From an optimization exercise on the open Yosys and OpenROAD flow, aimed at small area and a short achievable clock period; shortcuts taken in it are not production practice. In this exercise RTL edits were held to simulation tests only and were not proved equivalent to the original. No activity file was given, so power comes from the tool's default toggle rates.

`run.sh`:
```
#!/bin/bash
# synth_recipe.tcl (not shown) runs the flow's synth.tcl, then flattens the netlist and writes it again
# the make line also repeats each setting of config.mk as NAME=value (left out here)
make -C /OpenROAD-flow-scripts/flow DESIGN_CONFIG=/design/flow/config.mk WORK_HOME=/design/flow/orfs CLKGATE_MAP_FILE= SYNTH_SCRIPT=/design/flow/synth_recipe.tcl finish
```
`config.mk`:
```
export PLATFORM = sky130hd
export DESIGN_NAME = tru_top
export DESIGN_NICKNAME = tru_top
export VERILOG_FILES = /design/flow/design.v
export SDC_FILE = /design/flow/constraint.sdc
export NUM_CORES = 4
export LEC_CHECK = 0
export CAP_MARGIN = 20
export CORE_MARGIN = 2
export CORE_UTILIZATION = 60
export CTS_CLUSTER_DIAMETER = 100
export CTS_CLUSTER_SIZE = 30
export SETUP_SLACK_MARGIN = 2.7
export SLEW_MARGIN = 20
export SYNTH_HIERARCHICAL = 1
```
`constraint.sdc`:
```
create_clock -name core_clock -period 5.0 [get_ports {clk}]
set_input_delay 1.0000 -clock core_clock [delete_from_list [all_inputs] [get_ports {clk}]]
set_output_delay 1.0000 -clock core_clock [all_outputs]
set_load 0.01 [all_outputs]
```
`design.v`:
```
package tru_pkg;
   localparam int NUM_PORTS = 8;
   localparam int PORT_ID_W = 3;
   localparam int FID_W    = 4;
   localparam int FID_NUM  = 16;
   localparam int SUB_NUM  = 4;
   localparam int SUB_ID_W = 2;
   localparam int STABLE_CNT_W = 7;
   localparam logic [STABLE_CNT_W-1:0] STABLE_CNT_MAX = 7'd100;
   localparam int W0_W   = 2 * NUM_PORTS;
   localparam int PAT_W  = 14;
   localparam int PORT_W = 19;
endpackage
`timescale 1ns/1ps
module tru_port_state
(
   input  logic                           clk,
   input  logic                           rst_n_i,
   input  logic [tru_pkg::NUM_PORTS-1:0]  ep_status_i,
   output logic [tru_pkg::NUM_PORTS-1:0]  stable_o    
);
   logic [tru_pkg::STABLE_CNT_W-1:0] cnt_q [tru_pkg::NUM_PORTS];
   logic [tru_pkg::NUM_PORTS-1:0]    sat_w;
   always_comb
   begin
      for (int p = 0; p < tru_pkg::NUM_PORTS; p++)
      begin
         sat_w[p] = cnt_q[p][6] & cnt_q[p][5] & cnt_q[p][2];
      end
   end
   always_ff @(posedge clk)
   begin
      for (int p = 0; p < tru_pkg::NUM_PORTS; p++)
      begin
         if (!rst_n_i || !ep_status_i[p])
         begin
            cnt_q[p] <= '0;
         end
         else if (!sat_w[p])
         begin
            cnt_q[p] <= cnt_q[p] + 1'b1;
         end
      end
   end
   assign stable_o = {tru_pkg::NUM_PORTS{rst_n_i}} & ep_status_i & sat_w;
endmodule
`timescale 1ns/1ps
module tru_tab
(
   input  logic                             clk,
   input  logic                             rst_n_i,
   input  logic                             wr_i,
   input  logic [tru_pkg::FID_W-1:0]        wr_fid_i,
   input  logic [tru_pkg::SUB_ID_W-1:0]     wr_sub_i,
   input  logic [tru_pkg::W0_W-1:0]         wr_w0_i,     
   input  logic [tru_pkg::PAT_W-1:0]        wr_pat_i,    
   input  logic [tru_pkg::PORT_W-1:0]       wr_port_i,
   input  logic [tru_pkg::FID_NUM-1:0]      rd_sel_i,    
   output logic [tru_pkg::W0_W-1:0]         rd_w0_o,
   output logic [3*tru_pkg::PAT_W-1:0]      rd_pat_o,    
   output logic [3*tru_pkg::PORT_W-1:0]     rd_port_o    
);
   localparam int NF    = tru_pkg::FID_NUM;
   localparam int W0_W  = tru_pkg::W0_W;
   localparam int PAT_W = tru_pkg::PAT_W;
   localparam int POR_W = tru_pkg::PORT_W;
   logic [W0_W-1:0]  w0_q   [NF];
   logic [PAT_W-1:0] pat_q  [NF*3];    
   logic [POR_W-1:0] port_q [NF*3];
   logic [W0_W-1:0]  w0_wdata;
   logic [PAT_W-1:0] pat_wdata;
   assign w0_wdata  = wr_w0_i & {W0_W{rst_n_i}};
   assign pat_wdata = wr_pat_i & {PAT_W{rst_n_i}};
   always_ff @(posedge clk)
   begin
      for (int f = 0; f < NF; f++)
      begin
         if (!rst_n_i || (wr_i && wr_fid_i == f && wr_sub_i == 0))
         begin
            w0_q[f] <= w0_wdata;
         end
         for (int s = 1; s < 4; s++)
         begin
            if (!rst_n_i || (wr_i && wr_fid_i == f && wr_sub_i == s))
            begin
               pat_q[f*3+s-1] <= pat_wdata;
            end
         end
      end
   end
   always_ff @(posedge clk)
   begin
      for (int f = 0; f < NF; f++)
      begin
         for (int s = 1; s < 4; s++)
         begin
            if (wr_i && wr_fid_i == f && wr_sub_i == s)
            begin
               port_q[f*3+s-1] <= wr_port_i;
            end
         end
      end
   end
   logic [W0_W-1:0]    w0_acc;
   logic [3*PAT_W-1:0] pat_acc;
   logic [3*POR_W-1:0] port_acc;
   always_comb
   begin
      w0_acc   = '0;
      pat_acc  = '0;
      port_acc = '0;
      for (int f = 0; f < NF; f++)
      begin
         w0_acc = w0_acc | (w0_q[f] & {W0_W{rd_sel_i[f]}});
         for (int s = 0; s < 3; s++)
         begin
            pat_acc[s*PAT_W +: PAT_W]  = pat_acc[s*PAT_W +: PAT_W] |
                                         (pat_q[f*3+s] & {PAT_W{rd_sel_i[f]}});
            port_acc[s*POR_W +: POR_W] = port_acc[s*POR_W +: POR_W] |
                                         (port_q[f*3+s] & {POR_W{rd_sel_i[f]}});
         end
      end
   end
   assign rd_w0_o   = w0_acc;
   assign rd_pat_o  = pat_acc;
   assign rd_port_o = port_acc;
endmodule
`timescale 1ns/1ps
module tru_resolve
(
   input  logic                                clk,
   input  logic                                rst_n_i,
   input  logic                                req_valid_i,   
   input  logic [tru_pkg::PORT_ID_W-1:0]       req_port_i,
   input  logic [tru_pkg::NUM_PORTS-1:0]       pass_all_i,
   input  logic [tru_pkg::W0_W-1:0]            entry_w0_i,    
   input  logic [3*tru_pkg::PAT_W-1:0]         entry_pat_i,
   input  logic [3*tru_pkg::PORT_W-1:0]        entry_port_i,
   input  logic [tru_pkg::NUM_PORTS-1:0]       stable_i,      
   output logic                                resp_valid_o,  
   output logic                                resp_drop_o,
   output logic [tru_pkg::PORT_ID_W-1:0]       resp_port_o,
   output logic [tru_pkg::NUM_PORTS-1:0]       resp_port_mask_o
);
   localparam int NP    = tru_pkg::NUM_PORTS;
   localparam int PAT_W = tru_pkg::PAT_W;
   localparam int POR_W = tru_pkg::PORT_W;
   function automatic logic [8:0] port_dec(input logic [6:0] c);
      case (c)
         7'd0: port_dec = 9'b100100100;
         7'd1: port_dec = 9'b100100101;
         7'd2: port_dec = 9'b100100110;
         7'd3: port_dec = 9'b100100111;
         7'd4: port_dec = 9'b100101100;
         7'd5: port_dec = 9'b100101101;
         7'd6: port_dec = 9'b100101110;
         7'd7: port_dec = 9'b100101111;
         7'd8: port_dec = 9'b100110100;
         7'd9: port_dec = 9'b100110101;
         7'd10: port_dec = 9'b100110110;
         7'd11: port_dec = 9'b100110111;
         7'd12: port_dec = 9'b100111100;
         7'd13: port_dec = 9'b100111101;
         7'd14: port_dec = 9'b100111110;
         7'd15: port_dec = 9'b100111111;
         7'd16: port_dec = 9'b101100100;
         7'd17: port_dec = 9'b101100101;
         7'd18: port_dec = 9'b101100110;
         7'd19: port_dec = 9'b101100111;
         7'd20: port_dec = 9'b101101100;
         7'd21: port_dec = 9'b101101101;
         7'd22: port_dec = 9'b101101110;
         7'd23: port_dec = 9'b101101111;
         7'd24: port_dec = 9'b101110100;
         7'd25: port_dec = 9'b101110101;
         7'd26: port_dec = 9'b101110110;
         7'd27: port_dec = 9'b101110111;
         7'd28: port_dec = 9'b101111100;
         7'd29: port_dec = 9'b101111101;
         7'd30: port_dec = 9'b101111110;
         7'd31: port_dec = 9'b101111111;
         7'd32: port_dec = 9'b110100100;
         7'd33: port_dec = 9'b110100101;
         7'd34: port_dec = 9'b110100110;
         7'd35: port_dec = 9'b110100111;
         7'd36: port_dec = 9'b110101100;
         7'd37: port_dec = 9'b110101101;
         7'd38: port_dec = 9'b110101110;
         7'd39: port_dec = 9'b110101111;
         7'd40: port_dec = 9'b110110100;
         7'd41: port_dec = 9'b110110101;
         7'd42: port_dec = 9'b110110110;
         7'd43: port_dec = 9'b110110111;
         7'd44: port_dec = 9'b110111100;
         7'd45: port_dec = 9'b110111101;
         7'd46: port_dec = 9'b110111110;
         7'd47: port_dec = 9'b110111111;
         7'd48: port_dec = 9'b111100100;
         7'd49: port_dec = 9'b111100101;
         7'd50: port_dec = 9'b111100110;
         7'd51: port_dec = 9'b111100111;
         7'd52: port_dec = 9'b111101100;
         7'd53: port_dec = 9'b111101101;
         7'd54: port_dec = 9'b111101110;
         7'd55: port_dec = 9'b111101111;
         7'd56: port_dec = 9'b111110100;
         7'd57: port_dec = 9'b111110101;
         7'd58: port_dec = 9'b111110110;
         7'd59: port_dec = 9'b111110111;
         7'd60: port_dec = 9'b111111100;
         7'd61: port_dec = 9'b111111101;
         7'd62: port_dec = 9'b111111110;
         7'd63: port_dec = 9'b111111111;
         7'd64: port_dec = 9'b100100000;
         7'd65: port_dec = 9'b100101000;
         7'd66: port_dec = 9'b100110000;
         7'd67: port_dec = 9'b100111000;
         7'd68: port_dec = 9'b101100000;
         7'd69: port_dec = 9'b101101000;
         7'd70: port_dec = 9'b101110000;
         7'd71: port_dec = 9'b101111000;
         7'd72: port_dec = 9'b110100000;
         7'd73: port_dec = 9'b110101000;
         7'd74: port_dec = 9'b110110000;
         7'd75: port_dec = 9'b110111000;
         7'd76: port_dec = 9'b111100000;
         7'd77: port_dec = 9'b111101000;
         7'd78: port_dec = 9'b111110000;
         7'd79: port_dec = 9'b111111000;
         7'd80: port_dec = 9'b100000100;
         7'd81: port_dec = 9'b100000101;
         7'd82: port_dec = 9'b100000110;
         7'd83: port_dec = 9'b100000111;
         7'd84: port_dec = 9'b101000100;
         7'd85: port_dec = 9'b101000101;
         7'd86: port_dec = 9'b101000110;
         7'd87: port_dec = 9'b101000111;
         7'd88: port_dec = 9'b110000100;
         7'd89: port_dec = 9'b110000101;
         7'd90: port_dec = 9'b110000110;
         7'd91: port_dec = 9'b110000111;
         7'd92: port_dec = 9'b111000100;
         7'd93: port_dec = 9'b111000101;
         7'd94: port_dec = 9'b111000110;
         7'd95: port_dec = 9'b111000111;
         7'd96: port_dec = 9'b000100100;
         7'd97: port_dec = 9'b000100101;
         7'd98: port_dec = 9'b000100110;
         7'd99: port_dec = 9'b000100111;
         7'd100: port_dec = 9'b000101100;
         7'd101: port_dec = 9'b000101101;
         7'd102: port_dec = 9'b000101110;
         7'd103: port_dec = 9'b000101111;
         7'd104: port_dec = 9'b000110100;
         7'd105: port_dec = 9'b000110101;
         7'd106: port_dec = 9'b000110110;
         7'd107: port_dec = 9'b000110111;
         7'd108: port_dec = 9'b000111100;
         7'd109: port_dec = 9'b000111101;
         7'd110: port_dec = 9'b000111110;
         7'd111: port_dec = 9'b000111111;
         7'd112: port_dec = 9'b000000100;
         7'd113: port_dec = 9'b000000101;
         7'd114: port_dec = 9'b000000110;
         7'd115: port_dec = 9'b000000111;
         7'd116: port_dec = 9'b000100000;
         7'd117: port_dec = 9'b000101000;
         7'd118: port_dec = 9'b000110000;
         7'd119: port_dec = 9'b000111000;
         7'd120: port_dec = 9'b100000000;
         7'd121: port_dec = 9'b101000000;
         7'd122: port_dec = 9'b110000000;
         7'd123: port_dec = 9'b111000000;
         7'd124: port_dec = 9'b000000000;
         default: port_dec = 9'b000000000;
      endcase
   endfunction
   logic [NP-1:0]   down_w;
   logic [3:1]      match_w;
   logic                          s1_valid_q;
   logic [3*PAT_W-1:0]            s1_pat_q;        
   logic [NP-1:0]                 s1_down_q;
   logic [3*POR_W-1:0]            s1_code_q;       
   logic [NP-1:0]                 s1_egress_q;     
   logic                          s1_ingr_q;       
   logic                          s1_en_req_q;     
   logic [NP-1:0]                 s1_fwd_q;        
   logic [tru_pkg::PORT_ID_W-1:0] s1_port_q;
   logic [NP-1:0]   egress_w;
   logic [3*NP-1:0] sel_w;    
   logic [3*NP-1:0] egr_w;
   logic [3*NP-1:0] ingr_w;
   logic            ingr_r;
   logic            drop_w;
   logic [NP-1:0]   mask_w;
   logic                          resp_valid_q;
   logic                          resp_drop_q;
   logic [tru_pkg::PORT_ID_W-1:0] resp_port_q;
   logic [NP-1:0]                 resp_port_mask_q;
   function automatic logic grp_match(input logic [4:0] c, input logic [2:0] d);
      grp_match = ( c[4] &  c[3] & (c[2] ~^ d[2]) & (c[1] ~^ d[1]) & (c[0] ~^ d[0])) |
                  ( c[4] & ~c[3] & ~c[2] & (c[1] ~^ d[1]) & (c[0] ~^ d[2])) |
                  ( c[4] & ~c[3] &  c[2] & (c[1] ~^ d[0]) & (c[0] ~^ d[2])) |
                  (~c[4] &  c[3] & ~c[2] & (c[1] ~^ d[0]) & (c[0] ~^ d[1])) |
                  (~c[4] &  c[3] &  c[2] & ~c[1] & (c[0] ~^ d[0])) |
                  (~c[4] &  c[3] &  c[2] &  c[1] & (c[0] ~^ d[1])) |
                  (~c[4] & ~c[3] &  c[2] & ~c[1] & (c[0] ~^ d[2])) |
                  (~c[4] & ~c[3] &  c[2] &  c[1] & ~c[0]);
   endfunction
   assign down_w = s1_down_q;
   for (genvar s = 1; s < 4; s++)
   begin : g_pat
      logic [PAT_W-1:0] pw;
      assign pw = s1_pat_q[(s-1)*PAT_W +: PAT_W];
      assign match_w[s] = grp_match(pw[4:0], down_w[2:0]) &
                          grp_match(pw[9:5], down_w[5:3]) &
                          (down_w[7] ? pw[13] : pw[12]) &
                          (down_w[6] ? pw[11] : pw[10]);
   end
   always_ff @(posedge clk)
   begin
      if (!rst_n_i)
      begin
         s1_valid_q <= 1'b0;
      end
      else
      begin
         s1_valid_q <= req_valid_i;
      end
   end
   always_ff @(posedge clk)
   begin
      s1_pat_q     <= entry_pat_i;
      s1_down_q    <= ~stable_i;
      s1_code_q    <= entry_port_i;
      s1_egress_q  <= entry_w0_i[NP +: NP];
      s1_ingr_q    <= entry_w0_i[req_port_i];
      s1_en_req_q  <= pass_all_i[req_port_i] & stable_i[req_port_i];
      s1_fwd_q     <= pass_all_i & stable_i & ~(NP'(1) << req_port_i);
      s1_port_q    <= req_port_i;
   end
   for (genvar s = 1; s < 4; s++)
   begin : g_sub
      logic [POR_W-1:0] cw;
      logic [8:0]       ta, tb;
      logic [4:0]       pc;
      assign cw = s1_code_q[(s-1)*POR_W +: POR_W];
      assign ta = port_dec(cw[6:0]);
      assign tb = port_dec(cw[13:7]);
      for (genvar p = 0; p < 3; p++)
      begin : g_port
         assign {sel_w[(s-1)*NP+p], egr_w[(s-1)*NP+p], ingr_w[(s-1)*NP+p]} = ta[3*p +: 3];
         assign {sel_w[(s-1)*NP+p+3], egr_w[(s-1)*NP+p+3], ingr_w[(s-1)*NP+p+3]} = tb[3*p +: 3];
      end
      assign pc = cw[18:14];
      assign sel_w[(s-1)*NP+6]  = ~(pc[4] & pc[3]);
      assign sel_w[(s-1)*NP+7]  = ~pc[4] | (pc[3] & ~pc[2]);
      assign egr_w[(s-1)*NP+6]  = pc[1];
      assign ingr_w[(s-1)*NP+6] = pc[0];
      assign egr_w[(s-1)*NP+7]  = pc[4] ? pc[1] : pc[3];
      assign ingr_w[(s-1)*NP+7] = pc[4] ? pc[0] : pc[2];
   end
   always_comb
   begin
      egress_w = s1_egress_q;
      ingr_r   = s1_ingr_q;
      for (int s = 1; s < 4; s++)
      begin
         if (match_w[s])
         begin
            egress_w = (egress_w & ~sel_w[(s-1)*NP +: NP]) |
                       (egr_w[(s-1)*NP +: NP] & sel_w[(s-1)*NP +: NP]);
            if (sel_w[(s-1)*NP + s1_port_q])
            begin
               ingr_r = ingr_w[(s-1)*NP + s1_port_q];
            end
         end
      end
   end
   assign drop_w = !(ingr_r && s1_en_req_q);
   assign mask_w = drop_w ? '0 : (egress_w & s1_fwd_q);
   always_ff @(posedge clk)
   begin
      if (!rst_n_i)
      begin
         resp_valid_q     <= 1'b0;
         resp_drop_q      <= 1'b0;
         resp_port_q      <= '0;
         resp_port_mask_q <= '0;
      end
      else
      begin
         resp_valid_q     <= s1_valid_q;
         resp_drop_q      <= drop_w;
         resp_port_q      <= s1_port_q;
         resp_port_mask_q <= mask_w;
      end
   end
   assign resp_valid_o     = resp_valid_q;
   assign resp_drop_o      = resp_drop_q;
   assign resp_port_o      = resp_port_q;
   assign resp_port_mask_o = resp_port_mask_q;
endmodule
`timescale 1ns/1ps
module tru_top
(
   input  logic        clk,
   input  logic        rst_n_i,
   input  logic        tab_wr_en_i,
   input  logic [3:0]  tab_wr_fid_i,
   input  logic [1:0]  tab_wr_sub_i,
   input  logic        tab_wr_valid_i,
   input  logic [7:0]  tab_wr_pattern_mask_i,
   input  logic [7:0]  tab_wr_pattern_match_i,
   input  logic [7:0]  tab_wr_ports_mask_i,
   input  logic [7:0]  tab_wr_ports_egress_i,
   input  logic [7:0]  tab_wr_ports_ingress_i,
   input  logic        req_valid_i,
   input  logic [3:0]  req_fid_i,
   input  logic [2:0]  req_port_i,
   input  logic [7:0]  ep_status_i,
   input  logic [7:0]  pass_all_i,
   output logic        resp_valid_o,
   output logic        resp_drop_o,
   output logic [2:0]  resp_port_o,
   output logic [7:0]  resp_port_mask_o
);
   localparam int NP    = tru_pkg::NUM_PORTS;
   localparam int W0_W  = tru_pkg::W0_W;
   localparam int PAT_W = tru_pkg::PAT_W;
   localparam int POR_W = tru_pkg::PORT_W;
   function automatic logic [4:0] pat_enc(input logic [2:0] m, input logic [2:0] v);
      case (m)
         3'b111:  pat_enc = {2'b11, v[2], v[1], v[0]};
         3'b110:  pat_enc = {3'b100, v[1], v[2]};
         3'b101:  pat_enc = {3'b101, v[0], v[2]};
         3'b011:  pat_enc = {3'b010, v[0], v[1]};
         3'b001:  pat_enc = {4'b0110, v[0]};
         3'b010:  pat_enc = {4'b0111, v[1]};
         3'b100:  pat_enc = {4'b0010, v[2]};
         default: pat_enc = 5'b00110;
      endcase
   endfunction
   function automatic logic [6:0] port_enc(input logic [2:0] s, input logic [2:0] e,
                                           input logic [2:0] i);
      case (s)
         3'b111:  port_enc = {1'b0, e[2], i[2], e[1], i[1], e[0], i[0]};
         3'b110:  port_enc = {3'b100, e[2], i[2], e[1], i[1]};
         3'b101:  port_enc = {3'b101, e[2], i[2], e[0], i[0]};
         3'b011:  port_enc = {3'b110, e[1], i[1], e[0], i[0]};
         3'b001:  port_enc = {5'b11100, e[0], i[0]};
         3'b010:  port_enc = {5'b11101, e[1], i[1]};
         3'b100:  port_enc = {5'b11110, e[2], i[2]};
         default: port_enc = 7'b1111100;
      endcase
   endfunction
   logic [NP-1:0]                port_stable;
   logic [tru_pkg::FID_NUM-1:0]  rd_sel;
   logic [W0_W-1:0]              rd_w0;
   logic [3*PAT_W-1:0]           rd_pat;
   logic [3*POR_W-1:0]           rd_port;
   for (genvar f = 0; f < tru_pkg::FID_NUM; f++)
   begin : g_sel
      assign rd_sel[f] = (req_fid_i == f);
   end
   logic             never_w;
   logic [NP-1:0]    wm, wv, ws, we, wi;
   logic [W0_W-1:0]  wr_w0;
   logic [PAT_W-1:0] wr_pat;
   logic [POR_W-1:0] wr_port;
   logic [1:0]       ps, pe, pi;
   assign wm = tab_wr_pattern_mask_i;
   assign wv = tab_wr_pattern_match_i;
   assign ws = tab_wr_ports_mask_i;
   assign we = tab_wr_ports_egress_i;
   assign wi = tab_wr_ports_ingress_i;
   assign never_w = !tab_wr_valid_i || ((wv & ~wm) != '0);
   assign wr_w0  = {W0_W{tab_wr_valid_i}} & {we, wi};
   assign wr_pat = never_w ? '0 :
                   {~wm[7] | wv[7], ~wm[7] | ~wv[7], ~wm[6] | wv[6], ~wm[6] | ~wv[6],
                    pat_enc(wm[5:3], wv[5:3]), pat_enc(wm[2:0], wv[2:0])};
   assign ps = ws[7:6];
   assign pe = we[7:6];
   assign pi = wi[7:6];
   assign wr_port[18:14] = (ps == 2'b11) ? {1'b0, pe[1], pi[1], pe[0], pi[0]} :
                           (ps == 2'b01) ? {3'b100, pe[0], pi[0]} :
                           (ps == 2'b10) ? {3'b110, pe[1], pi[1]} :
                                           5'b11100;
   assign wr_port[13:7]  = port_enc(ws[5:3], we[5:3], wi[5:3]);
   assign wr_port[6:0]   = port_enc(ws[2:0], we[2:0], wi[2:0]);
   tru_port_state u_port_state
   (
      .clk         (clk),
      .rst_n_i     (rst_n_i),
      .ep_status_i (ep_status_i),
      .stable_o    (port_stable)
   );
   tru_tab u_tab
   (
      .clk         (clk),
      .rst_n_i     (rst_n_i),
      .wr_i        (tab_wr_en_i),
      .wr_fid_i    (tab_wr_fid_i),
      .wr_sub_i    (tab_wr_sub_i),
      .wr_w0_i     (wr_w0),
      .wr_pat_i    (wr_pat),
      .wr_port_i   (wr_port),
      .rd_sel_i    (rd_sel),
      .rd_w0_o     (rd_w0),
      .rd_pat_o    (rd_pat),
      .rd_port_o   (rd_port)
   );
   tru_resolve u_resolve
   (
      .clk              (clk),
      .rst_n_i          (rst_n_i),
      .req_valid_i      (req_valid_i),
      .req_port_i       (req_port_i),
      .pass_all_i       (pass_all_i),
      .entry_w0_i       (rd_w0),
      .entry_pat_i      (rd_pat),
      .entry_port_i     (rd_port),
      .stable_i         (port_stable),
      .resp_valid_o     (resp_valid_o),
      .resp_drop_o      (resp_drop_o),
      .resp_port_o      (resp_port_o),
      .resp_port_mask_o (resp_port_mask_o)
   );
endmodule
```
==> flow_metrics.env, run 1 <==
export IMPL_status="timing/DRC/antenna clean"
export IMPL_synth_edff_count=1840
export IMPL_synth_cell_types=81
export IMPL_fillers=7497
export IMPL_h_tree_depth=3
export IMPL_ys_top_cells_by_count="edfxtp_1 (1840), a22o_1 (466), a221oi_1 (460), dfxtp_1 (210), clkbuf_1 (180)"
export IMPL_path_class="flop to flop"
export IMPL_fmax_ghz=0.347
export IMPL_internal_power_mw=23.6
export IMPL_synth_mux_area_share_pct=0.708
export IMPL_start_kind="flop"
export IMPL_crit_path_cell_trace="and2_1, a211o_1, a311oi_2, o221ai_4, or2_4, o21ai_1, a31oi_2, o211a_4"
export IMPL_synth_most_common_cell="edfxtp_1"
export IMPL_track_usage_pct=35.0
export IMPL_place_gp_congestion=0.862
export IMPL_cts_path_max_buffers=3
export IMPL_overflow=0
export IMPL_syn_num_nets=4487
export IMPL_r2r_cells=8
export IMPL_wl_per_cell_microns=37.7
export IMPL_cts_reportedPaths_clkPinSlew_ns=0.11
export IMPL_crit_fanout=7
export IMPL_grt_pass1_vias=43400
export IMPL_hold_class="flop to flop"
export IMPL_required_ns=5.61
export IMPL_p_per_area_mw_per_mm2=332
export IMPL_yosys_area_top_type="edfxtp_1"
export IMPL_synth_compound_area_share_pct=13.5
export IMPL_die_area_sq_mm=0.129
export IMPL_ys_async_sr_fraction_pct=0
export IMPL_hpwl_microns=125000
export IMPL_synth_simple_gate_area_share_pct=4.54
export IMPL_p_comb_share_pct=9.0
export IMPL_synth_xor_area_share_pct=0.530
export IMPL_p_total_mw=30.7
export IMPL_drc=0
export IMPL_min_from="u_resolve.s1_valid_q"
export IMPL_setup_tns_ns=0
export IMPL_synth_seq_cells=2050
export IMPL_grt_pass1_wl_microns=322000
export IMPL_cp_slowest_stage_delay_ns=0.51
export IMPL_setup_viol=0
export IMPL_pre_cts_ws_ns=0.554
export IMPL_die_x_microns=360
export IMPL_whs_path_depth=1
export IMPL_fin_crit_sh_pct=57.7
export IMPL_worstPathArrival_ns=3.49
export IMPL_final_layout_size_suffix_gt1_share_pct=27.9
export IMPL_cts_made_buffers=78
export IMPL_reg2reg_to="u_resolve.resp_port_mask_q[3]"
export IMPL_clkPwrFrac_pct=26.6
export IMPL_io_buffer_count=86
export IMPL_cts_tree="yes"
export IMPL_ir_worst_vdd_uv=332
export IMPL_cp_startpoint="u_resolve.s1_pat_q[5]"
export IMPL_fin_skew_ns=0.0248
export IMPL_swShare_pct=23.1
export IMPL_fin_nets=5061
export IMPL_path_delay_family="compound AO/OA/AOI/OAI gates"
export IMPL_drt_first_pass_iters=6
export IMPL_antenna_left=0
export IMPL_yosysTopAreaCellShare_pct=72.7
export IMPL_synth_warnings=14
export IMPL_power_frac_seq_pct=64.4
export IMPL_drv_cap=0
export IMPL_cpMaxStageDelayCell="o21ai_1"
export IMPL_hold_viol_final=0
export IMPL_netlist_area_sq_mm=0.0760
export IMPL_finalWorstSetupSlack_ns=2.12
export IMPL_ys_seq_area_share_pct=78.3
export IMPL_synth_area_per_cell_sq_um=17.3
export IMPL_antenna_found_initial=10
export IMPL_num_rows=130
export IMPL_insertion_delay_ns=0.72
export IMPL_routed_wl_microns=252000
export IMPL_yosys_area_share_adder_pct=0.181
export IMPL_tightest_slew_ns=0.773
export IMPL_start_util_pct=60.5
export IMPL_maxSlewViolCount=0
export IMPL_synth_top_family_by_area="compound AO/OA/AOI/OAI gates"
export IMPL_ios=87
export IMPL_holdPathEnd="u_resolve.resp_valid_q"
export IMPL_vias=47900
export IMPL_cts_sinks=2050
export IMPL_end_kind="flop"
export IMPL_slew_headroom_pct=48.3
export IMPL_yosys_top_cells_area="edfxtp_1 (73%), dfxtp_1 (5.5%), a22o_1 (5.4%)"
export IMPL_r2r_start="u_resolve.s1_pat_q[5]"
export IMPL_synthFlopType="edfxtp_1"
export IMPL_fin_crit_ns=2.88
export IMPL_root_buffer="clkbuf_16"
export IMPL_area_growth_pct=21.5
export IMPL_cts_hold_buf=0
export IMPL_power_switching_mw=7.09
export IMPL_rsz0062_at_grt="yes"
export IMPL_via_per_inst=7.15
export IMPL_grt_max_degree=71
export IMPL_ff2ff_setup_slack_ns=2.12
export IMPL_syn_inst=4402
export IMPL_die_h_microns=360
export IMPL_worst_path_buf_inv=0
export IMPL_p_leak_nw=31.0
export IMPL_coreArea_sq_mm=0.126
export IMPL_drt_iter0_drc=7732
metrics by stage:
stage / util (%) / instance area (sq um) / hold slack [ns] / std cells
after floorplan: - / 78100 / 0.412 / 4402
after global placement: 64.3 / 80700 / 0.429 / 6021
after detailed placement: 64.3 / 80700 / 0.425 / 6021
after CTS: 70.5 / 88500 / 0.463 / 6487
after global routing: 73.5 / 92300 / 0.473 / 6688
final: 73.5 / 92300 / 0.454 / 6693
cell type report:
type                       count  area [sq um]  share of cell area [%]
sequential                  2050         59500                    64.5
multi-input combinational   2073         19400                    21.0
timing repair buffer         717          8810                    9.54
clock buffer                 140          2250                    2.44
tap                         1650          2060                    2.24
inverter                      56           229                   0.248
clock inverter                 2          25.0                  0.0271
antenna                        5          12.5                  0.0136
how the worst max path moves through the flow:
stage | cells after the start | endpoint
3_3_place_gp | 9 | u_resolve.g_sub[1].tb[6]
5_1_grt | 8 | u_resolve.resp_port_mask_q[3]
2_1_floorplan | 2 | u_tab.port_q[0][12]
6_report | 8 | u_resolve.resp_port_mask_q[3]
4_1_cts | 8 | u_resolve.resp_port_mask_q[7]
3_5_place_dp | 10 | u_resolve.g_sub[1].tb[6]
flip-flops by register name (all words and copies together), names as in the netlist:
signal and flops:
u_resolve.s1_fwd_q 8, u_tab.port_q 912, u_resolve.s1_pat_q 42, u_resolve.resp_port_mask_q 8, u_port_state.cnt_q 56, u_resolve.resp_port_q 3, u_resolve.s1_ingr_q 1, u_resolve.s1_egress_q 8
u_tab.pat_q 672, u_resolve.s1_code_q 15, u_resolve.g_sub.ta 27, u_resolve.s1_valid_q 1, u_tab.w0_q 256, u_resolve.s1_en_req_q 1, u_resolve.resp_valid_q 1, u_resolve.resp_drop_q 1
u_resolve.s1_port_q 3, u_resolve.s1_down_q 8, u_resolve.g_sub.tb 27
cell usage in the layout, fill, tap and decap left out, drive strengths merged, types with 6 or more instances in the layout:
cell type      instances
nor2b                 15
bufbuf                 9
a221oi               461
nor3b                 10
edfxtp              1840
o211a                  9
o211ai                13
nor2                 147
xor2                  14
clkdlybuf4s15         13
or3                   18
mux2i                 30
ha                    11
o21ai                138
nand2b                21
inv                   56
nand4                118
dlygate4sd2           12
dfxtp                210
and2                 118
xnor2                 32
nand3b                 8
mux4                  10
a21oi                 62
buf                  610
nand4b                 9
a32o                  13
nor3                  20
clkdlybuf4s50         42
clkbuf               169
and3                  27
a22oi                  7
nand3                 60
a211oi                12
a22o                 466
a311oi                 6
a31oi                 31
nand2                123
per-module statistics from Yosys, one instance, submodules excluded:
module	area (sq um)	flip-flops and latches	cells inside	copies in the design
tru_top	907	0	162	1
tru_resolve	6540	154	698	1
tru_tab	66100	1840	3273	1
tru_port_state	2380	56	269	1
power groups by stage:
| stage | Combinational (mW) | Sequential (mW) | Clock [mW] |
|---|---|---|---|
| after detailed placement | 1.94 | 20.1 | 0 |
| after global routing | 2.86 | 19.8 | 8.66 |
| after CTS | 2.41 | 19.7 | 8.14 |
| final | 2.77 | 19.8 | 8.15 |
| after global placement | 1.91 | 20.1 | 0 |
| after floorplan | 1.22 | 20.0 | 0 |
cell families after synthesis:
logic type	Yosys count
flip-flops	2050
AO/OA/AOI/OAI	1258
AND/OR/NAND/NOR	658
buffers and inverters	338
XOR/XNOR	46
multiplexers	41
adder cells (fa/ha/maj)	11
per-layer routing:
layer	share of wire, %	track usage, %	vias to the layer above
met5	0.030	0	-
li1	-	-	19500
met1	36	48.6	24700
met2	47	55.6	3096
met3	11	5.33	546
met4	6.1	15.5	10
timing repair:
| item | 4_1_cts | 5_1_grt |
|---|---|---|
| endpoints found under the hold margin | 0 | 0 |
| gates cloned | 51 | 63 |
| setup endpoints to repair | 3245 | 1434 |
| setup buffers | 273 | 138 |
| pin swaps | 197 | 163 |
| resized for setup | 485 | 341 |
==> inputs of run 2 (changes only) <==
--- a/config.mk
+++ b/config.mk
@@ -11,5 +11,6 @@
 export CTS_CLUSTER_DIAMETER = 100
 export CTS_CLUSTER_SIZE = 30
-export SETUP_SLACK_MARGIN = 2.7
+export SETUP_SLACK_MARGIN = 2.5
 export SLEW_MARGIN = 20
 export SYNTH_HIERARCHICAL = 1
+export TNS_END_PERCENT = 5
==> run 2 against run 1 <==
Setup slack better by 0.11 ns. Still clean on timing, DRC and antenna. Area after synthesis unchanged. Wire length down 14%. First-iteration DRC count down 21%. Sequential cell count unchanged. Core utilization down 5.8 points. Critical path type unchanged. Sequential power about the same. Highest routed layer unchanged. Clock skew up 0.0090 ns. Die area unchanged.
==> flow_metrics.env, run 2 <==
export IMPL_status="timing/DRC/antenna clean"
export IMPL_ys_async_sr_fraction_pct=0
export IMPL_routed_wl_microns=217000
export IMPL_post_route_util_pct=67.7
export IMPL_crit_path_cell_trace="and2_4, a211o_1, a311oi_4, o221ai_4, or2_4, a211o_1, o2111a_1, o211a_4"
export IMPL_worst_path_buf_inv=0
export IMPL_final_layout_size_suffix_gt1_share_pct=16.1
export IMPL_rsz0062_at_grt="yes"
export IMPL_min_from="u_resolve.s1_valid_q"
export IMPL_end_kind="flop"
export IMPL_num_rows=130
export IMPL_place_area_sq_mm=0.0800
export IMPL_ir_worst_vdd_uv=371
export IMPL_final_cell_mix="edfxtp_1 (1840), a22o_1 (466), a221oi_1 (410)"
export IMPL_p_leak_nw=27.9
export IMPL_layout_commonest_cell="edfxtp_1"
export IMPL_drt_iter0_drc=6118
export IMPL_start_util_pct=60.5
export IMPL_r2r_start="u_resolve.s1_pat_q[6]"
export IMPL_grt_pass1_wl_microns=300000
export IMPL_cts_hold_buf=0
export IMPL_yosysTopAreaCellShare_pct=72.7
export IMPL_grt_max_degree=78
export IMPL_cts_reportedPaths_clkPinSlew_ns=0.11
export IMPL_fin_skew_ns=0.0338
export IMPL_tightest_slew_ns=1.04
export IMPL_synth_most_common_cell="edfxtp_1"
export IMPL_drc=0
export IMPL_synth_edff_count=1840
export IMPL_top_register="u_tab.port_q"
export IMPL_vias=44200
export IMPL_root_buffer="clkbuf_16"
export IMPL_cts_tree="yes"
export IMPL_worstPathArrival_ns=3.38
export IMPL_syn_inst=4402
export IMPL_path_class="flop to flop"
export IMPL_wl_per_cell_microns=33.8
export IMPL_synthFlopType="edfxtp_1"
export IMPL_synth_seq_cells=2050
export IMPL_yosys_top_cells_area="edfxtp_1 (73%), dfxtp_1 (5.5%), a22o_1 (5.4%)"
export IMPL_cpMaxStageDelayCell="a311oi_4"
export IMPL_crit_fanout=6
export IMPL_die_area_sq_mm=0.129
export IMPL_antenna_left=0
export IMPL_drt_first_pass_iters=5
export IMPL_path_delay_family="compound AO/OA/AOI/OAI gates"
export IMPL_crit_path_frequent_cell="a211o_1"
export IMPL_drv_cap=0
export IMPL_stdcell_area_sq_mm=0.0850
export IMPL_io_buffer_count=86
export IMPL_synth_cell_types=81
export IMPL_via_per_inst=6.90
export IMPL_grt_pass1_vias=41700
export IMPL_area_growth_pct=11.9
export IMPL_cts_made_buffers=78
export IMPL_antenna_found_initial=10
export IMPL_slew_headroom_pct=30.6
export IMPL_ys_top_cells_by_count="edfxtp_1 (1840), a22o_1 (466), a221oi_1 (460), dfxtp_1 (210), clkbuf_1 (180)"
export IMPL_cp_slowest_stage_delay_ns=0.40
export IMPL_synth_warnings=14
export IMPL_setup_tns_ns=0
export IMPL_ios=87
export IMPL_cts_sinks=2050
export IMPL_fin_crit_ns=2.77
export IMPL_hpwl_microns=126000
export IMPL_place_gp_congestion=0.871
export IMPL_track_usage_pct=32.3
export IMPL_whs_ns=0.455
export IMPL_cts_path_max_buffers=3
export IMPL_cp_startpoint="u_resolve.s1_pat_q[6]"
export IMPL_fin_nets=4772
export IMPL_netlist_area_sq_mm=0.0760
export IMPL_largest_reg_flops=912
export IMPL_p_per_area_mw_per_mm2=354
export IMPL_fin_crit_sh_pct=55.5
export IMPL_overflow=0
export IMPL_fillers=8507
export IMPL_yosys_area_top_type="edfxtp_1"
export IMPL_fmax_ghz=0.361
export IMPL_die_x_microns=360
export IMPL_required_ns=5.61
export IMPL_ys_seq_area_share_pct=78.3
export IMPL_reg_largest_list="u_tab.port_q: 912 flops, u_tab.pat_q: 672 flops, u_tab.w0_q: 256 flops"
export IMPL_pre_cts_ws_ns=0.415
export IMPL_start_kind="flop"
export IMPL_h_tree_depth=3
export IMPL_die_h_microns=360
export IMPL_insertion_delay_ns=0.72
export IMPL_syn_num_nets=4487
export IMPL_maxSlewViolCount=0
export IMPL_setup_viol=0
export IMPL_coreArea_sq_mm=0.126
export IMPL_hold_class="flop to flop"
export IMPL_finalWorstSetupSlack_ns=2.23
export IMPL_hold_viol_final=0
export IMPL_synth_area_per_cell_sq_um=17.3
run 2: cell counts after synthesis:
No cell type changed its count.
run 2: per-layer routing:
| metal | global-route usage, % | share of wire (%) | up-vias |
|---|---|---|---|
| li1 | - | - | 18800 |
| met1 | 45.0 | 39 | 23000 |
| met2 | 51.6 | 48 | 2058 |
| met3 | 5.30 | 8.5 | 381 |
| met4 | 12.9 | 4.7 | 8 |
| met5 | 0 | 0.028 | - |
run 2: repair_timing:
| action | CTS | global route |
|---|---|---|
| endpoints found under the setup margin | 2197 | 2724 |
| gates resized for setup | 226 | 68 |
| pin swaps | 53 | 16 |
| setup buffers | 103 | 12 |
| cloned | 14 | 18 |
run 2: per-stage QoR:
stage	cells	total power, mW
CTS	6373	30.0
global route	6403	30.8
global placement	6110	22.0
detailed placement	6110	22.0
finish	6411	30.1
floorplan	4402	21.0
run 2: kinds of logic after synthesis:
family,after synthesis,synth area share (%)
AO/OA/AOI/OAI,1258,13.5
XOR/XNOR,46,0.530
adder cells (fa/ha/maj),11,0.181
buffers and inverters,338,2.26
flip-flops,2050,78.3
multiplexers,41,0.708
AND/OR/NAND/NOR,658,4.54
run 2: path summary, 6_finish.rpt:
path / end / slack (ns) / cells past startpoint
setup / recovery: u_resolve.resp_port_mask_q[7] / 2.23 / 8
hold / removal: u_resolve.resp_valid_q / 0.46 / 1
setup reg to reg: u_resolve.resp_port_mask_q[7] / 2.23 / 8
hold reg to reg: u_resolve.resp_valid_q / 0.46 / 1
run 2: final cells by class:
cell class | count | area [sq um] | share of cell area (%)
multi-input combinational | 2035 | 16300 | 19.2
tap | 1650 | 2060 | 2.43
clock buffer | 141 | 2250 | 2.65
antenna | 8 | 20.0 | 0.0236
inverter | 56 | 210 | 0.247
sequential | 2050 | 59500 | 70.0
timing repair buffer | 466 | 4530 | 5.33
clock inverter | 5 | 55.1 | 0.0648
run 2: power by group:
| group | switching (mW) | leakage, nW | internal [mW] |
|---|---|---|---|
| sequential | 0.332 | 19.1 | 19.4 |
| clock | 5.00 | 1.10 | 3.14 |
| combinational | 1.44 | 7.70 | 0.742 |
| total | 6.77 | 27.9 | 23.3 |
run 2: Yosys stat by module (local to each module, per instance):
module          copies in the design  area, sq um
tru_tab                            1        66100
tru_top                            1          907
tru_port_state                     1         2380
tru_resolve                        1         6540
run 2: worst reg2reg max path, delay by kind of cell, from the launching register on:
kind	cells	cell delay (ns)
AOI/OAI and AO/OA	6	1.84
and+or+nand+nor	2	0.48
DFF	1	0.36
==> inputs of run 3 (changes only) <==
--- a/config.mk
+++ b/config.mk
@@ -9,6 +9,6 @@
 export CORE_MARGIN = 2
 export CORE_UTILIZATION = 60
-export CTS_CLUSTER_DIAMETER = 100
-export CTS_CLUSTER_SIZE = 30
+export CTS_CLUSTER_DIAMETER = 90
+export CTS_CLUSTER_SIZE = 25
 export SETUP_SLACK_MARGIN = 2.5
 export SLEW_MARGIN = 20
==> run 3 against run 2 <==
Area after synthesis unchanged. Combinational power about the same. Non-clock buffer count down 1. Final cell count up 0.31%. Highest routed layer unchanged. Critical endpoint unchanged. Synthesized cell count unchanged. Die area unchanged. Still clean. Sequential power about the same. Register-to-register slack about the same.
==> flow_metrics.env, run 3 <==
export IMPL_fin_skew_ns=0.0316
export IMPL_slew_headroom_pct=37.7
export IMPL_setup_tns_ns=0
export IMPL_start_util_pct=60.5
export IMPL_yosys_area_share_adder_pct=0.181
export IMPL_status="timing/DRC/antenna clean"
export IMPL_p_comb_share_pct=7.1
export IMPL_worstPathArrival_ns=3.39
export IMPL_insertion_delay_ns=0.73
export IMPL_antenna_found_initial=9
export IMPL_internal_power_mw=23.8
export IMPL_swShare_pct=22.4
export IMPL_yosys_top_cells_area="edfxtp_1 (73%), dfxtp_1 (5.5%), a22o_1 (5.4%)"
export IMPL_syn_num_nets=4487
export IMPL_io_buffer_count=86
export IMPL_reg_largest_list="u_tab.port_q: 912 flops, u_tab.pat_q: 672 flops, u_tab.w0_q: 256 flops"
export IMPL_synth_seq_cells=2050
export IMPL_routed_wl_microns=217000
export IMPL_antenna_left=0
export IMPL_cts_sinks=2050
export IMPL_stdcell_area_sq_mm=0.0854
export IMPL_synth_warnings=14
export IMPL_grt_pass1_wl_microns=302000
export IMPL_cts_made_buffers=91
export IMPL_rsz0062_at_grt="yes"
export IMPL_clkPwrFrac_pct=28.4
export IMPL_hold_viol_final=0
export IMPL_die_x_microns=360
export IMPL_power_frac_seq_pct=64.5
export IMPL_hpwl_microns=126000
export IMPL_fmax_ghz=0.360
export IMPL_hold_class="flop to flop"
export IMPL_netlist_area_sq_mm=0.0760
export IMPL_setup_viol=0
export IMPL_maxSlewViolCount=0
export IMPL_p_leak_nw=28.1
export IMPL_p_per_area_mw_per_mm2=358
export IMPL_top_register="u_tab.port_q"
export IMPL_root_buffer="clkbuf_16"
export IMPL_final_cell_mix="edfxtp_1 (1840), a22o_1 (466), a221oi_1 (397)"
export IMPL_cts_tree="yes"
export IMPL_synth_compound_area_share_pct=13.5
export IMPL_overflow=0
export IMPL_synth_edff_count=1840
export IMPL_drc=0
export IMPL_drt_iter0_drc=5471
export IMPL_min_from="u_resolve.s1_valid_q"
export IMPL_num_rows=130
export IMPL_place_inst=6110
export IMPL_drv_cap=0
export IMPL_place_area_sq_mm=0.0800
export IMPL_grt_max_degree=80
export IMPL_synthFlopType="edfxtp_1"
export IMPL_yosysTopAreaCellShare_pct=72.7
export IMPL_vias=44500
export IMPL_ys_top_cells_by_count="edfxtp_1 (1840), a22o_1 (466), a221oi_1 (460), dfxtp_1 (210), clkbuf_1 (180)"
export IMPL_synth_simple_gate_area_share_pct=4.54
export IMPL_final_cells=6431
export IMPL_cts_path_max_buffers=3
export IMPL_crit_fanout=6
export IMPL_syn_inst=4402
export IMPL_cts_hold_buf=0
export IMPL_tightest_slew_ns=0.932
export IMPL_grt_pass1_vias=42000
export IMPL_synth_mux_area_share_pct=0.708
export IMPL_r2r_start="u_resolve.s1_pat_q[5]"
export IMPL_cts_reportedPaths_clkPinSlew_ns=0.09
export IMPL_die_area_sq_mm=0.129
export IMPL_via_per_inst=6.91
export IMPL_synth_top_family_by_area="compound AO/OA/AOI/OAI gates"
export IMPL_cp_startpoint="u_resolve.s1_pat_q[5]"
export IMPL_drt_first_pass_iters=8
export IMPL_final_layout_size_suffix_gt1_share_pct=16.6
export IMPL_h_tree_depth=3
export IMPL_wl_per_cell_microns=33.8
export IMPL_yosys_area_top_type="edfxtp_1"
export IMPL_ys_async_sr_fraction_pct=0
export IMPL_path_class="flop to flop"
export IMPL_ff2ff_setup_slack_ns=2.22
export IMPL_track_usage_pct=32.5
export IMPL_start_kind="flop"
export IMPL_ios=87
export IMPL_largest_reg_flops=912
export IMPL_place_gp_congestion=0.871
export IMPL_required_ns=5.61
export IMPL_power_switching_mw=6.84
export IMPL_synth_most_common_cell="edfxtp_1"
export IMPL_area_growth_pct=12.5
export IMPL_p_total_mw=30.6
export IMPL_synth_xor_area_share_pct=0.530
export IMPL_synth_area_per_cell_sq_um=17.3
export IMPL_layout_commonest_cell="edfxtp_1"
export IMPL_coreArea_sq_mm=0.126
export IMPL_end_kind="flop"
export IMPL_ys_seq_area_share_pct=78.3
export IMPL_ir_worst_vdd_uv=305
export IMPL_die_h_microns=360
export IMPL_fin_crit_sh_pct=55.6
export IMPL_fin_crit_ns=2.78
export IMPL_fin_nets=4782
export IMPL_synth_cell_types=81
run 3: cell count changes in the layout (fill, tap and decap cells not counted), sizes merged, moves of 2 or more:
cell	previous run	this run
and2	81	78
clkdlybuf4s50	72	70
clkbuf	142	170
inv	61	57
diode	8	5
clkinv	0	3
run 3: metrics by stage:
stage / worst slack, ns / hold slack, ns / utilization [%]
3_5_place_dp: 0.415 / 0.428 / 63.7
5_1_grt: 2.23 / 0.465 / 68.0
6_report: 2.22 / 0.451 / 68.0
3_3_place_gp: 0.458 / 0.418 / 63.7
4_1_cts: 2.20 / 0.454 / 67.6
2_1_floorplan: 1.95 / 0.412 / -
run 3: path summary, 6_finish.rpt:
path                                         to  cells after the start
setup / recovery  u_resolve.resp_port_mask_q[7]                      8
hold / removal           u_resolve.resp_valid_q                      1
setup reg to reg  u_resolve.resp_port_mask_q[7]                      8
hold reg to reg          u_resolve.resp_valid_q                      1
run 3: area by class of cell:
| cell class | instances | area, sq um |
|---|---|---|
| Sequential cell | 2050 | 59500 |
| Fill cell | 8465 | 40100 |
| Multi-Input combinational cell | 2033 | 16400 |
| Timing Repair Buffer | 465 | 4510 |
| Clock buffer | 168 | 2630 |
| Tap cell | 1650 | 2060 |
| Inverter | 56 | 210 |
| Clock inverter | 4 | 57.6 |
| Antenna cell | 5 | 12.5 |
run 3: critical path, cell delays in order (launching register included):
cell and delay, ns:
dfxtp_4 0.37, and4b_1 0.19, a211o_1 0.27, a311oi_4 0.41, o221ai_4 0.30, or2_4 0.32, a211o_1 0.30, o2111a_1 0.26
o211a_4 0.26
run 3: kinds of logic after synthesis:
kind of cell | count (synthesis)
DFF | 2050
AOI/OAI and AO/OA | 1258
and+or+nand+nor | 658
buffers and inverters | 338
xor gates and xnor gates | 46
muxes | 41
adders and majority gates | 11
run 3: modules after synthesis, one instance, submodules excluded:
| module | cells | area [sq um] | copies in the design | flip-flops and latches |
|---|---|---|---|---|
| tru_resolve | 698 | 6540 | 1 | 154 |
| tru_tab | 3273 | 66100 | 1 | 1840 |
| tru_port_state | 269 | 2380 | 1 | 56 |
| tru_top | 162 | 907 | 1 | 0 |
run 3: power groups by stage:
stage / registers, mW / logic, mW / clock network, mW
after floorplan: 20.0 / 1.08 / 0
after global placement: 20.1 / 1.88 / 0
after detailed placement: 20.1 / 1.90 / 0
after CTS: 19.7 / 2.11 / 8.80
after global routing: 19.8 / 2.31 / 9.30
final: 19.7 / 2.19 / 8.67
run 3: repair_timing:
| action | in CTS | in global routing |
|---|---|---|
| buffers inserted | 99 | 16 |
| pin swaps | 52 | 15 |
| endpoints found under the setup margin | 2152 | 2664 |
| resized for setup | 243 | 77 |
| gates cloned | 15 | 14 |
run 3: per-layer routing:
| metal | GRT usage (%) | vias to the layer above | share of wire, % |
|---|---|---|---|
| met5 | 0 | - | 0.037 |
| met4 | 12.8 | 12 | 4.6 |
| met3 | 5.38 | 376 | 8.3 |
| met2 | 51.9 | 2088 | 48 |
| met1 | 45.2 | 23100 | 39 |
| li1 | - | 18800 | - |
==> inputs of run 4 (changes only) <==
--- a/config.mk
+++ b/config.mk
@@ -11,5 +11,5 @@
 export CTS_CLUSTER_DIAMETER = 90
 export CTS_CLUSTER_SIZE = 25
-export SETUP_SLACK_MARGIN = 2.5
+export SETUP_SLACK_MARGIN = 2.4
 export SLEW_MARGIN = 20
 export SYNTH_HIERARCHICAL = 1
==> run 4 against run 3 <==
Sequential power hardly changed. Non-clock buffer count decreased by 3. Critical path depth increased by 4. Largest cell class unchanged. Final cell count fell by 0.28%.
==> flow_metrics.env, run 4 <==
export IMPL_status="timing/DRC/antenna clean"
export IMPL_ys_seq_area_share_pct=78.3
export IMPL_p_leak_nw=27.9
export IMPL_area_growth_pct=11.5
export IMPL_cts_sinks=2050
export IMPL_drv_cap=0
export IMPL_track_usage_pct=32.6
export IMPL_synth_mux_area_share_pct=0.708
export IMPL_synth_most_common_cell="edfxtp_1"
export IMPL_final_layout_size_suffix_gt1_share_pct=15.5
export IMPL_root_buffer="clkbuf_16"
export IMPL_drt_iter0_drc=6419
export IMPL_die_x_microns=360
export IMPL_wl_per_cell_microns=33.7
export IMPL_r2r_start="u_resolve.s1_down_q[5]"
export IMPL_cts_tree="yes"
export IMPL_synth_area_per_cell_sq_um=17.3
export IMPL_endpoint="u_resolve.g_sub[1].tb[4]"
export IMPL_ys_async_sr_fraction_pct=0
export IMPL_syn_num_nets=4487
export IMPL_cp_slowest_stage_delay_ns=0.48
export IMPL_maxSlewViolCount=0
export IMPL_hold_class="flop to flop"
export IMPL_synthFlopType="edfxtp_1"
export IMPL_fin_crit_sh_pct=55.6
export IMPL_place_area_sq_mm=0.0801
export IMPL_antenna_left=0
export IMPL_largest_reg_flops=912
export IMPL_yosys_area_top_type="edfxtp_1"
export IMPL_path_class="primary input to flop"
export IMPL_whs_ns=0.458
export IMPL_top_register="u_tab.port_q"
export IMPL_required_ns=5.60
export IMPL_fin_nets=4770
export IMPL_drt_first_pass_iters=7
export IMPL_final_cell_mix="edfxtp_1 (1840), a22o_1 (466), a221oi_1 (433)"
export IMPL_synth_cell_types=81
export IMPL_start_util_pct=60.5
export IMPL_num_rows=130
export IMPL_antenna_found_initial=9
export IMPL_grt_pass1_vias=42400
export IMPL_setup_viol=0
export IMPL_routed_wl_microns=216000
export IMPL_cts_made_buffers=92
export IMPL_synth_seq_cells=2050
export IMPL_swShare_pct=22.3
export IMPL_syn_inst=4402
export IMPL_p_total_mw=30.6
export IMPL_synth_edff_count=1840
export IMPL_crit_fanout=10
export IMPL_fin_crit_ns=2.78
export IMPL_p_comb_share_pct=6.9
export IMPL_die_area_sq_mm=0.129
export IMPL_synth_top_family_by_area="compound AO/OA/AOI/OAI gates"
export IMPL_h_tree_depth=3
export IMPL_hpwl_microns=128000
export IMPL_grt_max_degree=89
export IMPL_yosys_area_share_adder_pct=0.181
export IMPL_coreArea_sq_mm=0.126
export IMPL_slew_headroom_pct=29.9
export IMPL_fmax_ghz=0.359
export IMPL_rsz0062_at_grt="yes"
export IMPL_crit_path_frequent_cell="nand4_1"
export IMPL_start_kind="primary input"
export IMPL_synth_compound_area_share_pct=13.5
export IMPL_synth_warnings=14
export IMPL_r2r_cells=9
export IMPL_grt_pass1_wl_microns=303000
export IMPL_power_switching_mw=6.81
export IMPL_ir_worst_vdd_uv=345
export IMPL_cpMaxStageDelayCell="nor2_4"
export IMPL_die_h_microns=360
export IMPL_via_per_inst=6.93
export IMPL_cts_path_max_buffers=3
export IMPL_clkPwrFrac_pct=28.6
export IMPL_setup_tns_ns=0
export IMPL_io_buffer_count=86
export IMPL_reg2reg_to="u_resolve.resp_port_mask_q[0]"
export IMPL_layout_commonest_cell="edfxtp_1"
export IMPL_reg_largest_list="u_tab.port_q: 912 flops, u_tab.pat_q: 672 flops, u_tab.w0_q: 256 flops"
export IMPL_post_route_util_pct=67.5
export IMPL_place_gp_congestion=0.851
export IMPL_cts_reportedPaths_clkPinSlew_ns=0.10
export IMPL_vias=44500
export IMPL_ff2ff_setup_slack_ns=2.25
export IMPL_cp_startpoint="req_fid_i[2]"
export IMPL_ys_top_cells_by_count="edfxtp_1 (1840), a22o_1 (466), a221oi_1 (460), dfxtp_1 (210), clkbuf_1 (180)"
export IMPL_synth_simple_gate_area_share_pct=4.54
export IMPL_crit_path_cell_trace="buf_2, nand2_4, buf_12, nor2_4, buf_6, a22o_1, a221oi_1, nand4_1, nor2b_1, nand4_1, o21ai_0, a221o_1"
export IMPL_internal_power_mw=23.7
export IMPL_worstPathArrival_ns=3.38
export IMPL_stdcell_area_sq_mm=0.0847
export IMPL_hold_viol_final=0
export IMPL_tightest_slew_ns=1.05
export IMPL_antenna_cells=0
export IMPL_yosysTopAreaCellShare_pct=72.7
export IMPL_drc=0
export IMPL_insertion_delay_ns=0.73
export IMPL_fin_skew_ns=0.0246
export IMPL_synth_xor_area_share_pct=0.530
export IMPL_ios=87
export IMPL_netlist_area_sq_mm=0.0760
export IMPL_end_kind="flop"
export IMPL_power_frac_seq_pct=64.5
export IMPL_overflow=0
export IMPL_yosys_top_cells_area="edfxtp_1 (73%), dfxtp_1 (5.5%), a22o_1 (5.4%)"
export IMPL_p_per_area_mw_per_mm2=361
-- run 4: cell counts after synthesis --
Identical to the previous run, type by type.
-- run 4: layer usage --
metal / global-route usage [%] / wire length (microns) / vias to the layer above
li1: - / - / 18800
met1: 45.9 / 84200 / 22900
met2: 53.2 / 105000 / 2344
met3: 4.19 / 18300 / 397
met4: 11.1 / 8160 / 2
met5: 0 / 13 / -
-- run 4: how the worst min path moves through the flow --
stage               depth (start not counted)                     end  slack [ns]                 start
floorplan                                   1  u_resolve.resp_valid_q        0.41  u_resolve.s1_valid_q
global placement                            1  u_resolve.resp_valid_q        0.42  u_resolve.s1_valid_q
detailed placement                          1  u_resolve.resp_valid_q        0.44  u_resolve.s1_valid_q
CTS                                         1  u_resolve.resp_valid_q        0.46  u_resolve.s1_valid_q
global route                                1  u_resolve.resp_valid_q        0.48  u_resolve.s1_valid_q
finish                                      1  u_resolve.resp_valid_q        0.46  u_resolve.s1_valid_q
-- run 4: power by group through the flow --
stage,clock (mW),combinational [mW],sequential (mW)
floorplan,0,1.07,20.0
global placement,0,1.85,20.1
detailed placement,0,1.88,20.1
CTS,8.82,2.02,19.7
global route,9.39,2.24,19.8
finish,8.74,2.11,19.7
-- run 4: timing repair --
item | in CTS | in global routing
setup buffers | 97 | 17
resized for setup | 141 | 72
pin swaps | 47 | 21
cloned | 3 | 10
hold buffers | 0 | 0
endpoints found under the setup margin | 2211 | 2446
-- run 4: cells by family after synthesis --
| kind of cell | after synthesis |
|---|---|
| flip-flops | 2050 |
| AO/OA/AOI/OAI | 1258 |
| AND/OR/NAND/NOR | 658 |
| buffers and inverters | 338 |
| XOR/XNOR | 46 |
| multiplexers | 41 |
| adder cells (fa/ha/maj) | 11 |
-- run 4: through the flow --
| step | cells | setup WS, ns |
|---|---|---|
| 2_1_floorplan | 4402 | 1.75 |
| 3_3_place_gp | 6114 | 0.685 |
| 3_5_place_dp | 6114 | 0.611 |
| 4_1_cts | 6386 | 2.08 |
| 5_1_grt | 6413 | 2.19 |
| 6_report | 6413 | 2.22 |
-- run 4: per-module statistics from Yosys, one instance, submodules excluded --
module,copies in the design,flops+latches,cells inside,cell area (sq um)
tru_port_state,1,56,269,2380
tru_tab,1,1840,3273,66100
tru_resolve,1,154,698,6540
tru_top,1,0,162,907
-- run 4: area by class of cell --
class / instances / area [sq um]
flip-flops and latches: 2050 / 59500
multi-input cells: 2023 / 15900
clock buffers: 163 / 2590
repair buffers: 462 / 4330
fillers: 8443 / 40900
well taps: 1650 / 2060
clock inverters: 9 / 115
inverters: 56 / 210
-- run 4: critical path: cells and delay by family --
kind,cells,cell delay [ns]
and+or+nand+nor,5,1.03
AOI/OAI and AO/OA,4,0.69
buffers and inverters,3,0.65
==> inputs of run 5 (changes only) <==
--- a/config.mk
+++ b/config.mk
@@ -11,5 +11,5 @@
 export CTS_CLUSTER_DIAMETER = 90
 export CTS_CLUSTER_SIZE = 25
-export SETUP_SLACK_MARGIN = 2.4
+export SETUP_SLACK_MARGIN = 2.3
 export SLEW_MARGIN = 20
 export SYNTH_HIERARCHICAL = 1
==> run 5 against run 4 <==
Core utilization decreased by 0.54 points. Sequential share of layout area rose by 0.56 points. Largest power group unchanged. Register-to-register slack worse by 0.16 ns. Global-route usage about the same. Final cell count shrank 0.47%. Final area fell by 0.80%. Setup slack worse by 0.30 ns.
==> flow_metrics.env, run 5 <==
export IMPL_status="timing/DRC/antenna clean"
export IMPL_worstPathArrival_ns=3.47
export IMPL_stdcell_area_sq_mm=0.0840
export IMPL_fin_crit_ns=3.08
export IMPL_start_kind="primary input"
export IMPL_track_usage_pct=32.6
export IMPL_die_h_microns=360
export IMPL_cts_made_buffers=92
export IMPL_antenna_cells=0
export IMPL_p_leak_nw=27.5
export IMPL_grt_pass1_vias=42400
export IMPL_fin_skew_ns=0.0268
export IMPL_drt_iter0_drc=6306
export IMPL_fmax_ghz=0.325
export IMPL_crit_fanout=14
export IMPL_coreArea_sq_mm=0.126
export IMPL_largest_reg_flops=912
export IMPL_cts_path_max_buffers=3
export IMPL_overflow=0
export IMPL_die_x_microns=360
export IMPL_hold_viol_final=0
export IMPL_start_util_pct=60.5
export IMPL_hold_class="flop to flop"
export IMPL_cts_sinks=2050
export IMPL_synth_area_per_cell_sq_um=17.3
export IMPL_syn_inst=4402
export IMPL_drt_first_pass_iters=5
export IMPL_rsz0062_at_grt="yes"
export IMPL_netlist_area_sq_mm=0.0760
export IMPL_die_area_sq_mm=0.129
export IMPL_synth_cell_types=81
export IMPL_drc=0
export IMPL_yosys_area_top_type="edfxtp_1"
export IMPL_syn_num_nets=4487
export IMPL_final_cell_mix="edfxtp_1 (1840), a22o_1 (466), a221oi_1 (443)"
export IMPL_io_buffer_count=86
export IMPL_grt_pass1_wl_microns=303000
export IMPL_via_per_inst=6.94
export IMPL_ir_worst_vdd_uv=346
export IMPL_post_route_util_pct=66.9
export IMPL_yosys_top_cells_area="edfxtp_1 (73%), dfxtp_1 (5.5%), a22o_1 (5.4%)"
export IMPL_wl_per_cell_microns=33.3
export IMPL_cts_tree="yes"
export IMPL_ys_top_cells_by_count="edfxtp_1 (1840), a22o_1 (466), a221oi_1 (460), dfxtp_1 (210), clkbuf_1 (180)"
export IMPL_final_layout_size_suffix_gt1_share_pct=14.1
export IMPL_setup_viol=0
export IMPL_place_area_sq_mm=0.0801
export IMPL_reg_largest_list="u_tab.port_q: 912 flops, u_tab.pat_q: 672 flops, u_tab.w0_q: 256 flops"
export IMPL_ys_seq_area_share_pct=78.3
export IMPL_tightest_slew_ns=1.05
export IMPL_maxSlewViolCount=0
export IMPL_root_buffer="clkbuf_16"
export IMPL_fin_crit_sh_pct=61.6
export IMPL_top_register="u_tab.port_q"
export IMPL_setup_tns_ns=0
export IMPL_synth_edff_count=1840
export IMPL_layout_commonest_cell="edfxtp_1"
export IMPL_area_growth_pct=10.6
export IMPL_synth_seq_cells=2050
export IMPL_synthFlopType="edfxtp_1"
export IMPL_path_class="primary input to flop"
export IMPL_drv_cap=0
export IMPL_routed_wl_microns=212000
export IMPL_ys_async_sr_fraction_pct=0
export IMPL_insertion_delay_ns=0.73
export IMPL_slew_headroom_pct=30.3
export IMPL_antenna_left=0
export IMPL_vias=44300
export IMPL_antenna_found_initial=7
export IMPL_end_kind="flop"
export IMPL_grt_max_degree=89
export IMPL_yosysTopAreaCellShare_pct=72.7
export IMPL_required_ns=5.39
export IMPL_num_rows=130
export IMPL_ios=87
export IMPL_cts_hold_buf=0
export IMPL_p_per_area_mw_per_mm2=363
export IMPL_synth_warnings=14
export IMPL_fin_nets=4740
export IMPL_hpwl_microns=128000
export IMPL_place_gp_congestion=0.851
export IMPL_cts_reportedPaths_clkPinSlew_ns=0.10
export IMPL_synth_most_common_cell="edfxtp_1"
export IMPL_p_total_mw=30.5
export IMPL_h_tree_depth=3
==> run 5: layout make-up <==
class / count / area (sq um)
tap: 1650 / 2060
timing repair buffer: 437 / 3960
clock inverter: 9 / 115
clock buffer: 163 / 2590
sequential: 2050 / 59500
multi-input combinational: 2018 / 15600
fill: 8521 / 41500
inverter: 56 / 210
==> run 5: kinds of logic after synthesis <==
family	Yosys count	share of synthesized area, %
buffers and inverters	338	2.26
AOI/OAI and AO/OA	1258	13.5
adders and majority gates	11	0.181
muxes	41	0.708
and+or+nand+nor	658	4.54
DFF	2050	78.3
xor gates and xnor gates	46	0.530
==> run 5: per-module statistics from Yosys, one instance, submodules excluded <==
| module | cell area (sq um) | copies in the design | flip-flops and latches | cells inside |
|---|---|---|---|---|
| tru_tab | 66100 | 1 | 1840 | 3273 |
| tru_resolve | 6540 | 1 | 154 | 698 |
| tru_port_state | 2380 | 1 | 56 | 269 |
| tru_top | 907 | 1 | 0 | 162 |
==> run 5: per-layer routing <==
layer / routed length (microns) / vias up / track usage [%]
met5: 13 / - / 0
met4: 8120 / 2 / 11.1
met3: 17000 / 373 / 4.27
met2: 103000 / 2243 / 53.1
met1: 83900 / 23000 / 45.9
li1: - / 18700 / -
==> run 5: power by group <==
part | internal, mW | total [mW] | switching [mW]
Clock | 3.63 | 8.74 | 5.11
Sequential | 19.4 | 19.7 | 0.309
Combinational | 0.682 | 2.04 | 1.36
==> run 5: worst max-delay path, stage by stage <==
cell	delay, ns
clkdlybuf4s50_1	0.63
and3_1	0.31
nand3_1	0.77
o21ai_1	0.38
buf_4	0.35
==> run 5: what timing repair did <==
item	in CTS	in global routing
gates resized for setup	126	9
gates cloned	4	0
setup buffers	92	1
endpoints found under the setup margin	1855	1975
pin swaps	43	1
==> run 5: path summary, 6_finish.rpt <==
| kind | start | endpoint | slack [ns] | cells past startpoint |
|---|---|---|---|---|
| setup / recovery | tab_wr_fid_i[2] | u_tab.pat_q[46][4] | 1.92 | 5 |
| hold reg to reg | u_resolve.s1_valid_q | u_resolve.resp_valid_q | 0.46 | 1 |
| setup reg to reg | u_resolve.s1_pat_q[6] | u_resolve.resp_port_mask_q[6] | 2.09 | 9 |
| hold / removal | u_resolve.s1_valid_q | u_resolve.resp_valid_q | 0.46 | 1 |
==> run 5: per-stage QoR <==
stage	std cells	setup WS [ns]	hold WS, ns
2_1_floorplan	4402	1.75	0.412
3_3_place_gp	6114	0.685	0.416
3_5_place_dp	6114	0.611	0.440
4_1_cts	6382	2.07	0.463
5_1_grt	6383	1.99	0.481
6_report	6383	1.92	0.459

==> separate check: timing with driven ports <==
No port has a modelled driver above. Below, the same layouts with a new extraction and two added sets of constraints. Step 1, drivers: a clkbuf_16 drives clk and a buf_2 each remaining input, both assumed. Step 2, shift: input delay + t, output delay - t, t = (earliest + latest rising clock arrival at the registers) / 2. This alone moves slack from input paths to output paths. Slacks: ideal ports / drivers / drivers and shift; pairs: ideal ports / drivers.
run	t, ns	slack for setup (ns)	worst setup path after step 2
run 1	0.780	2.116 / 2.116 / 1.539	input to register
run 2	0.788	2.227 / 2.196 / 1.408	input to register
run 3	0.795	2.222 / 2.222 / 1.460	input to register
run 4	0.798	2.218 / 2.252 / 1.477	input to register
run 5	0.798	1.920 / 1.972 / 1.174	input to register
After both steps setup and hold are still met in every run listed. For run 2, which loses most, drivers alone change the setup slack by -0.031 ns; drivers and shift together by -0.819 ns.
